From an optimization exercise on the open Yosys and OpenROAD flow, aimed at a short achievable clock period and few clock cycles; shortcuts taken in it are not production practice.
In this exercise RTL edits were held to simulation tests only and were not proved equivalent to the original.
No activity file was given, so power comes from the tool's default toggle rates.

$ cat flow/design.v
package riscv_isa_pkg;
  localparam int INSN_W     = 32;
  localparam int REG_ADDR_W = 5;
  typedef enum logic [6:0] {
    OPC_JAL    = 7'b110_1111,
    OPC_JALR   = 7'b110_0111,
    OPC_BRANCH = 7'b110_0011,
    OPC_LOAD   = 7'b000_0011,
    OPC_STORE  = 7'b010_0011,
    OPC_IMM    = 7'b001_0011,
    OPC_ALSU   = 7'b011_0011,
    OPC_SYSTEM = 7'b111_0011
  } opcode_t;
  localparam logic [2:0] F3_ADD = 3'b000;
  localparam logic [2:0] F3_XOR = 3'b100;
  localparam logic [2:0] F3_OR  = 3'b110;
  localparam logic [2:0] F3_AND = 3'b111;
  localparam logic [2:0] F3_BEQ = 3'b000;
  localparam logic [2:0] F3_BNE = 3'b001;
  localparam logic [2:0] F3_BLT = 3'b100;
  localparam logic [2:0] F3_BGE = 3'b101;
  localparam logic [6:0] F7_BASE = 7'b000_0000;
  localparam logic [6:0] F7_ALT  = 7'b010_0000;
  localparam logic [31:0] EBREAK_WORD = 32'h0010_0073;
  typedef enum logic [1:0] {
    IMM_I,
    IMM_S,
    IMM_B,
    IMM_J
  } imm_kind_t;
endpackage
package core_pkg;
  localparam int XLEN     = 32;
  localparam int NUM_REGS = 32;
  localparam logic [XLEN-1:0] RESET_ADDR = '0;
  localparam logic [XLEN-1:0] NOP_WORD = 32'h0000_0013;
  typedef enum logic [3:0] {
    ALU_ADD,
    ALU_SUB,
    ALU_XOR,
    ALU_OR,
    ALU_AND,
    ALU_EQ,
    ALU_NE,
    ALU_LTS,
    ALU_GES
  } alu_op_t;
  typedef struct packed {
    alu_op_t alu_op;
    logic    use_imm;
    logic    is_branch;
    logic    is_jump;
    logic    jump_reg_base;
    logic    mem_read;
    logic    mem_write;
    logic    reg_write;
    logic    mem_to_reg;
    logic    halt;
  } ctrl_t;
  localparam int CTRL_W = 13;   
endpackage
`timescale 1ns/10ps
module micro_riscv_top (
  input  logic        clk_i,
  input  logic        reset_i,
  output logic [31:0] instr_addr_o,
  input  logic [31:0] instr_rdata_i,
  output logic [31:0] data_addr_o,
  input  logic [31:0] data_rdata_i,
  output logic [31:0] data_wdata_o,
  output logic        data_re_o,
  output logic        data_we_o,
  output logic        finish_o
);
  logic [31:0] pc_f;
  logic        d_valid;
  logic [31:0] d_ir, d_pc;
  logic        e_valid, e_wen, e_ld, e_st, e_br, e_jal, e_jalr, e_jalr_done, e_ebreak;
  logic        e_sub, e_pred, e_off4, e_off8, e_blt, e_inv, e_link_res;
  logic [1:0]  e_op;
  logic [4:0]  e_rd;
  logic        e_fa, e_fb, e_fsd;
  logic [31:0] e_a, e_b, e_sd, e_link, e_alt;
  logic        m_re, m_we, m_wen, m_ld, m_jalr;
  logic [4:0]  m_rd;
  logic [31:0] m_result, m_addr, m_wdata;
  logic        fin;
  logic [31:0] regs [1:31];
  logic [31:0] wb_data;
  assign wb_data = m_ld ? data_rdata_i : m_result;
  logic [6:0] opc;
  logic [2:0] f3;
  logic [6:0] f7;
  logic [4:0] rd, rs1, rs2;
  assign opc = d_ir[6:0];
  assign f3  = d_ir[14:12];
  assign f7  = d_ir[31:25];
  assign rd  = d_ir[11:7];
  assign rs1 = d_ir[19:15];
  assign rs2 = d_ir[24:20];
  logic is_addi, is_r, is_ld, is_st, is_br, is_jal, is_jalr, is_ebreak;
  assign is_addi   = (opc == 7'b0010011) && (f3 == 3'b000);
  assign is_r      = (opc == 7'b0110011) &&
                     (((f7 == 7'b0000000) && (f3 == 3'b000 || f3 == 3'b100 || f3 == 3'b110 || f3 == 3'b111)) ||
                      ((f7 == 7'b0100000) && (f3 == 3'b000)));
  assign is_ld     = (opc == 7'b0000011);
  assign is_st     = (opc == 7'b0100011);
  assign is_br     = (opc == 7'b1100011) && (f3 == 3'b000 || f3 == 3'b001 || f3 == 3'b100 || f3 == 3'b101);
  assign is_jal    = (opc == 7'b1101111);
  assign is_jalr   = (opc == 7'b1100111);
  assign is_ebreak = (d_ir == 32'h0010_0073);
  logic uses_rs1, uses_rs2, writes;
  assign uses_rs1 = is_addi | is_r | is_ld | is_st | is_br | is_jalr;
  assign uses_rs2 = is_r | is_br;
  assign writes   = (is_addi | is_r | is_ld | is_jal | is_jalr) && (rd != 5'd0);
  logic [31:0] iimm, simm, bimm, jimm;
  assign iimm = {{20{d_ir[31]}}, d_ir[31:20]};
  assign simm = {{20{d_ir[31]}}, d_ir[31:25], d_ir[11:7]};
  assign bimm = {{19{d_ir[31]}}, d_ir[31], d_ir[7], d_ir[30:25], d_ir[11:8], 1'b0};
  assign jimm = {{11{d_ir[31]}}, d_ir[31], d_ir[19:12], d_ir[20], d_ir[30:21], 1'b0};
  logic [31:0] rf1, rf2, d_a, d_b;
  assign rf1 = (rs1 == 5'd0) ? 32'd0 : regs[rs1];
  assign rf2 = (rs2 == 5'd0) ? 32'd0 : regs[rs2];
  assign d_a = (m_wen && (m_rd == rs1)) ? wb_data : rf1;
  assign d_b = (m_wen && (m_rd == rs2)) ? wb_data : rf2;
  logic hit1, hit2;
  assign hit1 = e_wen && (e_rd == rs1);
  assign hit2 = e_wen && (e_rd == rs2);
  logic stall;
  assign stall = d_valid && e_ld && ((uses_rs1 && hit1) || (uses_rs2 && hit2));
  logic jalr_fwd, d_go;
  assign jalr_fwd = is_jalr && e_jal && hit1;
  assign d_go     = (is_jal && (jimm != 32'd4)) || (is_br && d_ir[31]) || jalr_fwd;
  logic [31:0] d_base, d_off, d_sum, d_target, d_link;
  assign d_base   = jalr_fwd ? e_link : d_pc;
  assign d_off    = is_jal ? jimm : (is_br ? bimm : iimm);
  assign d_sum    = d_base + d_off;
  assign d_target = {d_sum[31:1], 1'b0};
  assign d_link   = d_pc + 32'd4;
  logic [31:0] a, b, sd, sum, alu;
  assign a  = e_fa  ? m_result : e_a;
  assign b  = e_fb  ? m_result : e_b;
  assign sd = e_fsd ? wb_data  : e_sd;
  assign sum = a + (e_sub ? ~b : b) + {31'd0, e_sub};
  always_comb begin
    case (e_op)
      2'd0:    alu = sum;
      2'd1:    alu = a ^ b;
      2'd2:    alu = a | b;
      default: alu = a & b;
    endcase
  end
  logic eq, lt, cond, taken;
  assign eq    = (a == b);
  assign lt    = $signed(a) < $signed(b);
  assign cond  = e_blt ? lt : eq;
  assign taken = cond ^ e_inv;
  logic e_live, e_redir, e_skip, e_halt;
  assign e_live  = e_valid && !m_jalr;
  assign e_redir = e_live && e_br && (taken ? (!e_pred && !e_off4 && !e_off8) : e_pred);
  assign e_skip  = e_live && e_br && taken && !e_pred && e_off8;
  assign e_halt  = e_live && e_ebreak;
  logic kill_d, kill_f, d_redir;
  assign kill_d  = m_jalr || e_redir || e_skip || e_halt || fin;
  assign d_redir = d_valid && !stall && !kill_d && d_go;
  assign kill_f  = m_jalr || e_redir || e_halt || fin || d_redir;
  logic [31:0] pc_n;
  always_comb begin
    if (m_jalr)       pc_n = {m_addr[31:1], 1'b0};
    else if (e_redir) pc_n = e_alt;
    else if (d_redir) pc_n = d_target;
    else if (stall)   pc_n = pc_f;
    else              pc_n = pc_f + 32'd4;
  end
  always_ff @(posedge clk_i or posedge reset_i) begin
    if (reset_i) begin
      pc_f    <= 32'd0;
      d_valid <= 1'b0;
      e_valid <= 1'b0;
      e_wen   <= 1'b0;
      e_ld    <= 1'b0;
      e_jal   <= 1'b0;
      m_re    <= 1'b0;
      m_we    <= 1'b0;
      m_wen   <= 1'b0;
      m_jalr  <= 1'b0;
      fin     <= 1'b0;
    end else begin
      pc_f <= pc_n;
      if (!stall || kill_d) begin
        d_valid <= !kill_f;
      end
      e_valid <= d_valid && !kill_d && !stall;
      e_wen   <= d_valid && !kill_d && !stall && writes;
      e_ld    <= d_valid && !kill_d && !stall && is_ld;
      e_jal   <= d_valid && !kill_d && !stall && is_jal;
      m_re   <= e_live && e_ld;
      m_we   <= e_live && e_st;
      m_wen  <= e_live && e_wen;
      m_jalr <= e_live && e_jalr && !e_jalr_done;
      if (e_halt) fin <= 1'b1;
    end
  end
  always_ff @(posedge clk_i) begin
    if (!stall || kill_d) begin
      d_ir <= instr_rdata_i;
      d_pc <= pc_f;
    end
    e_st        <= is_st;
    e_br        <= is_br;
    e_jalr      <= is_jalr;
    e_jalr_done <= jalr_fwd;
    e_ebreak    <= is_ebreak;
    e_sub       <= is_r && f7[5];
    e_op        <= is_r ? {f3[1], f3[2] & ~(f3[1] & ~f3[0])} : 2'd0;
    e_pred      <= d_ir[31];
    e_off4      <= (bimm == 32'd4);
    e_off8      <= (bimm == 32'd8);
    e_blt       <= f3[2];
    e_inv       <= f3[0];
    e_link_res  <= is_jal || is_jalr;
    e_rd        <= rd;
    e_fa        <= uses_rs1 && hit1;
    e_fb        <= uses_rs2 && hit2;
    e_fsd       <= hit2;
    e_a         <= d_a;
    e_b         <= uses_rs2 ? d_b : (is_st ? simm : iimm);
    e_sd        <= d_b;
    e_link      <= d_link;
    e_alt       <= d_ir[31] ? d_link : d_target;
    m_ld     <= e_ld;
    m_rd     <= e_rd;
    m_result <= e_link_res ? e_link : alu;
    m_addr   <= sum;
    m_wdata  <= sd;
  end
  always_ff @(posedge clk_i or posedge reset_i) begin
    if (reset_i) begin
      for (int i = 1; i < 32; i++) regs[i] <= 32'd0;
    end else if (m_wen) begin
      regs[m_rd] <= wb_data;
    end
  end
  assign instr_addr_o = pc_f;
  assign data_addr_o  = m_addr;
  assign data_wdata_o = m_wdata;
  assign data_re_o    = m_re;
  assign data_we_o    = m_we;
  assign finish_o     = fin;
endmodule
$ cat flow/run.sh
#!/bin/bash
# synth_recipe.tcl (not shown) runs the flow's synth.tcl, then flattens the netlist and writes it again
# the make line also repeats each setting of config.mk as NAME=value (left out here)
make -C /OpenROAD-flow-scripts/flow DESIGN_CONFIG=/design/flow/config.mk WORK_HOME=/design/flow/orfs CLKGATE_MAP_FILE= SYNTH_SCRIPT=/design/flow/synth_recipe.tcl finish
$ cat flow/config.mk
export PLATFORM = sky130hd
export DESIGN_NAME = micro_riscv_top
export DESIGN_NICKNAME = micro_riscv_top
export VERILOG_FILES = /design/flow/design.v
export SDC_FILE = /design/flow/constraint.sdc
export NUM_CORES = 8
export LEC_CHECK = 0
export ABC_CLOCK_PERIOD_IN_PS = 3000
export CAP_MARGIN = 20
export CORE_MARGIN = 2
export CORE_UTILIZATION = 25
export SETUP_SLACK_MARGIN = 5
export SLEW_MARGIN = 20
$ cat flow/constraint.sdc
create_clock -name core_clock -period 8.0 [get_ports {clk_i}]
set_input_delay 1.6000 -clock core_clock [delete_from_list [all_inputs] [get_ports {clk_i}]]
set_output_delay 1.6000 -clock core_clock [all_outputs]
set_load 0.01 [all_outputs]
==> qor.txt <==
Seq pwr share = 0.389
Vias per inst = 6.093
Worst Setup Path Type = reg -> reg
Crit path max fanout = 5
CTS root buffer = clkbuf_16
Critical path arrival = 5.23 ns
Post-Layout Cell Count = 11.24k
Total gr overflow = 0
Switching Share = 0.3574
Highest Clock Rate = 220.5 MHz
Int Pwr = 14.52 mW
Die height = 520.5 um
First-pass GRT wire length = 482300 um
Final Skew = 0.05028 ns
Worst setup path endpoint = pc_f[31]
Worst Tran Pin Value = 1.364 ns
Post-synth EDFFs = 64
Initial Util = 0.2513
Post-detail-place hpwl = 192000 um
Slew headroom = 0.09099
R2R setup slack = 3.46 ns
Simple-gate share of the synthesized area = 0.1341
Synth cell count leaders = dfrtp_1, nor2_1, a21oi_1, nand2_1, clkbuf_1
Required @ worst endpoint = 8.69 ns
CTS Buf Count = 145
Top_reg_cell synth = dfrtp_1
H-tree depth = 4
Post-route minimum period = 4.536 ns
Post-DP Area = 73300 um2
Logic gate share of total power = 0.296
Clock Latency Late Sink = 0.84 ns
Post-synth ARST share = 0.7482
Hold Fails Final Rpt = 0
Cell Pwr Density = 256.8 nW/um2
Total global-route track usage = 0.2458
Largest net degree at the start of global routing = 181
Number of synthesis warnings = 2
Synthesized area per cell = 9.276 um2
Top cell type's share of synthesized area = 0.3880
Setup violators final = 0
Layout cell share with drive strength beyond 1 = 0.2306
Worst R2R End = pc_f[31]
1st-pass router iterations = 17
Synth Instances = 7189
DRT Wirelength = 353400 um
# placed instances = 10.48k
Slew Viols, Final = 0
Class of the worst hold path = reg -> reg
Clock Path Buffers = 3
Yosys top cell by area = dfrtp_1
Number of port buffers = 164
Initial DRC Count = 13.49k
Initial antenna violation count = 27
Distinct cells, synth = 87
Clock power frac = 0.315
Routed wire length per instance = 31.44 um
CTS sink cnt = 1382
Post-Synth XOR/XNOR Area = 0.02088
Number of I/O pins = 165
Critical Path End Type = flip-flop
Via count = 68.50k
Net count after synthesis = 7415
Final nets = 7808
Fin area = 88000 um2
Gp weighted congestion = 0.9591
Die area = 270900 um2
Net switching power figure = 8.076 mW
Vias in the first global route = 63.11k
Drc violations = 0
CTS Hold Bufs = 0
Sequential area share after synthesis = 0.5021
Status = no timing/DRC/antenna violations
Post-route ant nets = 0
CTS tree = yes
Post-synthesis register bit count = 1382
Mux contribution to synthesized area = 0.02790
Worst-path clk slew = 0.06 ns
RSZ-0062 raised after global routing = yes
RR Startpoint = d_ir[18]
FP Rows = 189
Max rail drop VDD = 0.2213 mV
Synthesized-area fraction occupied by adder cells = 0.03024
Worst setup path startpoint = d_ir[18]
Final period util = 0.5669
Area Overhead vs Synth = 31.96%
Most common cell in the netlist = dfrtp_1
Max-cap viol count = 0
Core Area = 265300 um2
Worst setup SP type = flip-flop
Largest family of logic cells by synthesized area = compound AO/OA/AOI/OAI gates
Reg2Reg Depth = 20
Synth Area in Compound Gates = 0.2433
Leak = 34.20 nW
Design Power = 22.59 mW
Die width = 520.5 um
Mapped Area = 66690 um2
Synth top area cells = dfrtp_1, dfxtp_1, a21oi_1, a22oi_1, nor2_1
## area by class of cell
class                           instances  area [um2]
Fill cell                           26408      177300
Multi-Input combinational cell       5106       35850
Sequential cell                      1382       33650
Timing Repair Buffer                  826        8716
Tap cell                             3533        4420
Clock buffer                          211        4190
Clock inverter                         55       689.4
Inverter                              121       461.7
Antenna cell                            9       22.52
## worst max-delay path: stages (launching register included)
cell      delay [ns]
edfxtp_1        0.44
xor2_2          0.19
nor4_4          0.32
buf_4           0.20
buf_12          0.11
nand4_4         0.13
nand2_2         0.14
nand2_2         0.08
ha_4            0.28
buf_6           0.10
nand4_1         0.13
nor3_2          0.30
mux2i_2         0.16
a21oi_4         0.23
a21oi_4         0.10
o31a_4          0.39
o21ai_4         0.23
a41oi_4         0.17
xor2_2          0.19
xnor2_1         0.18
a221oi_2        0.33
## power by group through the flow
stage	logic, mW	registers [mW]	clock network, mW
detailed placement	4.70	8.79	0
floorplan	2.79	8.49	0
global placement	4.63	8.79	0
finish	6.69	8.79	7.11
global route	6.94	8.81	7.40
CTS	5.74	8.69	7.10
## metal layers
metal | GRT usage | share of wire | up-vias
met4 | 0.1474 | 0.080 | 56
li1 | - | - | 27031
met5 | 0.02071 | 0.0035 | -
met1 | 0.3035 | 0.35 | 32902
met3 | 0.1309 | 0.18 | 1973
met2 | 0.3315 | 0.39 | 6540
## timing repair
item                       4_1_cts  5_1_grt
setup endpoints to repair      734      569
pin swaps                      230      249
cloned                          41       10
gates resized for setup       1117      390
setup buffers                  308      125
## worst min path at each step
| stage | start | depth (start not counted) | end |
|---|---|---|---|
| after global routing | e_rd[4] | 0 | m_rd[4] |
| final | e_rd[2] | 0 | m_rd[2] |
| after detailed placement | e_rd[2] | 0 | m_rd[2] |
| after CTS | e_rd[4] | 0 | m_rd[4] |
| after global placement | e_rd[4] | 0 | m_rd[4] |
| after floorplan | e_ld | 0 | m_ld |
## kinds of logic (layout without fill, tap and decap cells)
family                     count (synthesis)  in the layout
other                                      0              9
adders and majority gates                160            160
DFF                                     1382           1382
and+or+nand+nor                         2066           2081
muxes                                    168            177
AOI/OAI and AO/OA                       2528           2529
buffers and inverters                    726           1213
xor gates and xnor gates                 159            159
## stage by stage
step	setup slack [ns]	util	TNS, ns	hold WS, ns
after CTS	3.713	0.3190	0	0.3956
after global placement	1.946	0.2761	0	0.3818
after global routing	3.427	0.3316	0	0.4082
after detailed placement	1.976	0.2763	0	0.3882
after floorplan	-7.854	-	-8120.84	0.3602
final	3.464	0.3317	0	0.3991
## cells in the final DEF, fill, tap and decap left out, types with 67 or more instances in the layout
| cell | n |
|---|---|
| clkbuf_16 | 155 |
| ha_1 | 130 |
| nor2_4 | 80 |
| dfrtp_1 | 1009 |
| buf_2 | 76 |
| buf_4 | 405 |
| nor2_1 | 758 |
| nand4_1 | 152 |
| buf_6 | 112 |
| a22o_1 | 195 |
| nand3_1 | 110 |
| a222oi_1 | 67 |
| dfxtp_1 | 234 |
| xnor2_1 | 67 |
| a22oi_1 | 440 |
| inv_1 | 113 |
| o21ai_0 | 462 |
| a21oi_1 | 789 |
| a221oi_1 | 135 |
| nand2_1 | 653 |
| buf_12 | 90 |
## flip-flops by register name, indices dropped and copies added (netlist names), 2 cells and up
| name | cells |
|---|---|
| regs | 992 |
| e_op | 2 |
| pc_f | 32 |
| e_link | 32 |
| m_wdata | 32 |
| m_addr | 32 |
| d_ir | 32 |
| e_rd | 5 |
| e_sd | 32 |
| d_pc | 32 |
| m_result | 32 |
| e_a | 32 |
| e_b | 32 |
| e_alt | 32 |
| m_rd | 5 |
Testbench counts, summed over its fixed seeds: cycles 77,548.

-- separate check: timing with driven ports --
No port has a modelled driver above. Below, the same layout with a new extraction and two added sets of constraints.
Step 1: set_driving_cell puts a clkbuf_16 on clk_i and a buf_2 on each other input, an assumption about the parent block.
Step 2 moves the port delays by t, midway between the first and last clock arrival at a register: inputs arrive t later, outputs are due t later. That takes back most of the time a late clock gives input paths.
a / b / c = no drivers / after step 1 / after step 2; a / b = the first two.
shift t [ns]: 0.897
slack for setup (ns): 3.464 / 3.464 / 3.464
hold slack, ns: 0.399 / 0.399 / 0.399
After both steps setup and hold are still met in this run. For this run, drivers alone change the setup slack by 0.000 ns; drivers and shift together by 0.000 ns.
